What follows belongs to an exercise in optimizing a design on an open flow for small area, a short achievable clock period and few clock cycles per item; a production flow would make more cautious choices.
In this exercise RTL edits were held to simulation tests only and were not proved equivalent to the original.
Power is estimated from default activity; no workload was simulated.

==> flow/design.v <==
`default_nettype none
package plr_pkg;
  localparam int POS_W     = 5;
  localparam int VAL_W     = 32;
  localparam int CNT_OUT_W = 5;
  localparam int DEPTH_DEF = 16;
endpackage
`default_nettype wire
`default_nettype none
module plr_ram #(
  parameter int WIDTH = 32,
  parameter int DEPTH = 16
) (
  input  logic                     clk,
  input  logic                     wr_en,
  input  logic [$clog2(DEPTH)-1:0] wr_addr,
  input  logic [WIDTH-1:0]         wr_data,
  input  logic                     rd_en,
  input  logic [$clog2(DEPTH)-1:0] rd_addr,
  output logic [WIDTH-1:0]         rd_data
);
  logic [WIDTH-1:0] mem_r [DEPTH];
  always_ff @(posedge clk) begin
    if (wr_en) begin
      mem_r[wr_addr] <= wr_data;
    end
    if (rd_en) begin
      rd_data <= mem_r[rd_addr];
    end
  end
endmodule
`default_nettype wire
`default_nettype none
module positional_list_insert_remove_top (
  input  logic                                clk,
  input  logic                                rst_n,
  input  logic                                in_valid,
  output logic                                in_ready,
  input  logic                                in_command,
  input  logic [plr_pkg::POS_W-1:0]           in_position,
  input  logic signed [plr_pkg::VAL_W-1:0]    in_new_value,
  output logic                                out_valid,
  input  logic                                out_ready,
  output logic                                out_success,
  output logic signed [plr_pkg::VAL_W-1:0]    out_removed_value,
  output logic [plr_pkg::CNT_OUT_W-1:0]       out_entry_count
);
  localparam int D  = plr_pkg::DEPTH_DEF;
  localparam int W  = plr_pkg::VAL_W;
  localparam int CW = plr_pkg::CNT_OUT_W;
  logic [W-1:0]  ent [D];
  logic [D-1:0]  live;           
  logic [CW-1:0] count;
  logic          out_v, out_s;
  logic [W-1:0]  out_rv;
  logic [CW-1:0] out_c;
  logic [D-1:0]  ge, ge_lo, eq;  
  logic          c_ins, c_rem;   
  logic [W-1:0]  rv_any, c_rv;
  logic [CW-1:0] c_count;
  always_comb begin
    for (int i = 0; i < D; i++) ge[i] = (in_position <= 5'(i));
  end
  assign ge_lo = {ge[D-2:0], 1'b0};
  assign eq    = ge & ~ge_lo;
  assign c_ins = ~in_command & ~live[D-1] & (&(ge | live));
  assign c_rem = in_command & (|(ge & live));
  always_comb begin
    rv_any = '0;
    for (int i = 0; i < D; i++)
      rv_any = rv_any | ({W{eq[i] & live[i]}} & ent[i]);
  end
  assign c_rv = {W{in_command}} & rv_any;
  always_comb begin
    c_count = count;
    if (c_ins) c_count = count + CW'(1);
    if (c_rem) c_count = count - CW'(1);
  end
  logic          ex, ex_ins, ex_rem, ex_any, o_load;
  logic [D-1:0]  s_hold, s_up, s_val, s_dn;
  assign in_ready = ~out_v | out_ready;
  assign ex       = in_valid & in_ready;
  assign ex_ins   = ex & ~in_command & ~live[D-1];
  assign ex_rem   = ex & in_command;
  assign ex_any   = ex & (in_command | ~live[D-1]);
  assign o_load   = ex | ~out_v;
  assign s_up   = {D{ex_ins}} & ge_lo;
  assign s_val  = {D{ex_ins}} & eq;
  assign s_dn   = {1'b0, {(D-1){ex_rem}} & ge[D-2:0]};
  assign s_hold = {~(ex_ins & ge[D-1]), ~({(D-1){ex_any}} & ge[D-2:0])};
  always_ff @(posedge clk) begin
    for (int i = 0; i < D; i++) begin
      ent[i] <= ({W{s_hold[i]}} & ent[i])
              | ({W{s_up[i]}}   & ent[(i + D - 1) % D])
              | ({W{s_val[i]}}  & in_new_value)
              | ({W{s_dn[i]}}   & ent[(i + 1) % D]);
    end
  end
  always_ff @(posedge clk) begin
    if (!rst_n) begin
      count <= '0;
      live  <= '0;
      out_v <= 1'b0;
    end else begin
      if (ex) begin
        count <= c_count;
        if (c_ins) live <= {live[D-2:0], 1'b1};
        if (c_rem) live <= {1'b0, live[D-1:1]};
      end
      out_v <= ex | (out_v & ~out_ready);
    end
  end
  always_ff @(posedge clk) begin
    if (o_load) begin
      out_s  <= c_ins | c_rem;
      out_rv <= c_rv;
      out_c  <= c_count;
    end
  end
  assign out_valid         = out_v;
  assign out_success       = out_s;
  assign out_removed_value = out_rv;
  assign out_entry_count   = out_c;
endmodule
`default_nettype wire
Settings: LEC_CHECK=0, CAP_MARGIN=20, CORE_MARGIN=2, CORE_UTILIZATION=55, CTS_BUF_LIST=sky130_fd_sc_hd__clkbuf_16, CTS_CLUSTER_DIAMETER=80, CTS_CLUSTER_SIZE=18, SETUP_SLACK_MARGIN=2.5, SLEW_MARGIN=50, TNS_END_PERCENT=5; clock period 5.0 ns.
standard.sh (not shown) runs the stock make flow with config.mk's settings and CLKGATE_MAP_FILE= SYNTH_SCRIPT=/design/flow/synth_recipe.tcl, a recipe that flattens the netlist after the stock synthesis.
==> flow/flow/run.sh <==
#!/bin/bash
# The standard layout, with the port buffers made of buf_2 cells instead of
# the delay cells buffer_ports picks on its own (every port still gets one).
set -euo pipefail
export BUFFER_PORTS_ARGS="-buffer_cell sky130_fd_sc_hd__buf_2"
bash standard.sh > standard.log 2>&1
Testbench counts at the start, summed over its fixed seeds: cycles 4,010, items 4,000.
Edit:
--- a/flow/config.mk
+++ b/flow/config.mk
@@ -10 +10 @@
-export CORE_UTILIZATION = 55
+export CORE_UTILIZATION = 40
Result:
- The new run finished clean
- power hardly moves
- utilization came out lower by 16 points
- cell area rose slightly

-- separate check: timing with driven ports --
How much do the figures lean on ideal ports? The routed layouts below were timed once more, with nothing changed but the port constraints.
Step 1 (the two cells are an assumption about what drives the block):
set clk [get_ports {clk}]
set_driving_cell -lib_cell sky130_fd_sc_hd__clkbuf_16 $clk
set_driving_cell -lib_cell sky130_fd_sc_hd__buf_2 [delete_from_list [all_inputs] $clk]
Step 2 also shifts input and output timing later by t, the mid clock arrival at the registers, as if the neighbouring blocks saw the same clock.
Three values: ideal ports, drivers, drivers and shift; two values: the first two.
| run | t, ns | setup WS [ns] | worst hold slack (ns) | worst setup path after step 2 |
|---|---|---|---|---|
| the first run | 0.675 | 2.372 / 2.405 / 1.730 | 0.467 / 0.467 / 0.467 | input to register |
| the second run | 0.667 | 2.370 / 2.310 / 1.643 | 0.470 / 0.470 / 0.470 | input to register |
After both steps every run listed still meets setup and hold. The setup slack of the second run, which loses most, moves by -0.060 ns with the drivers and by -0.727 ns with both steps.
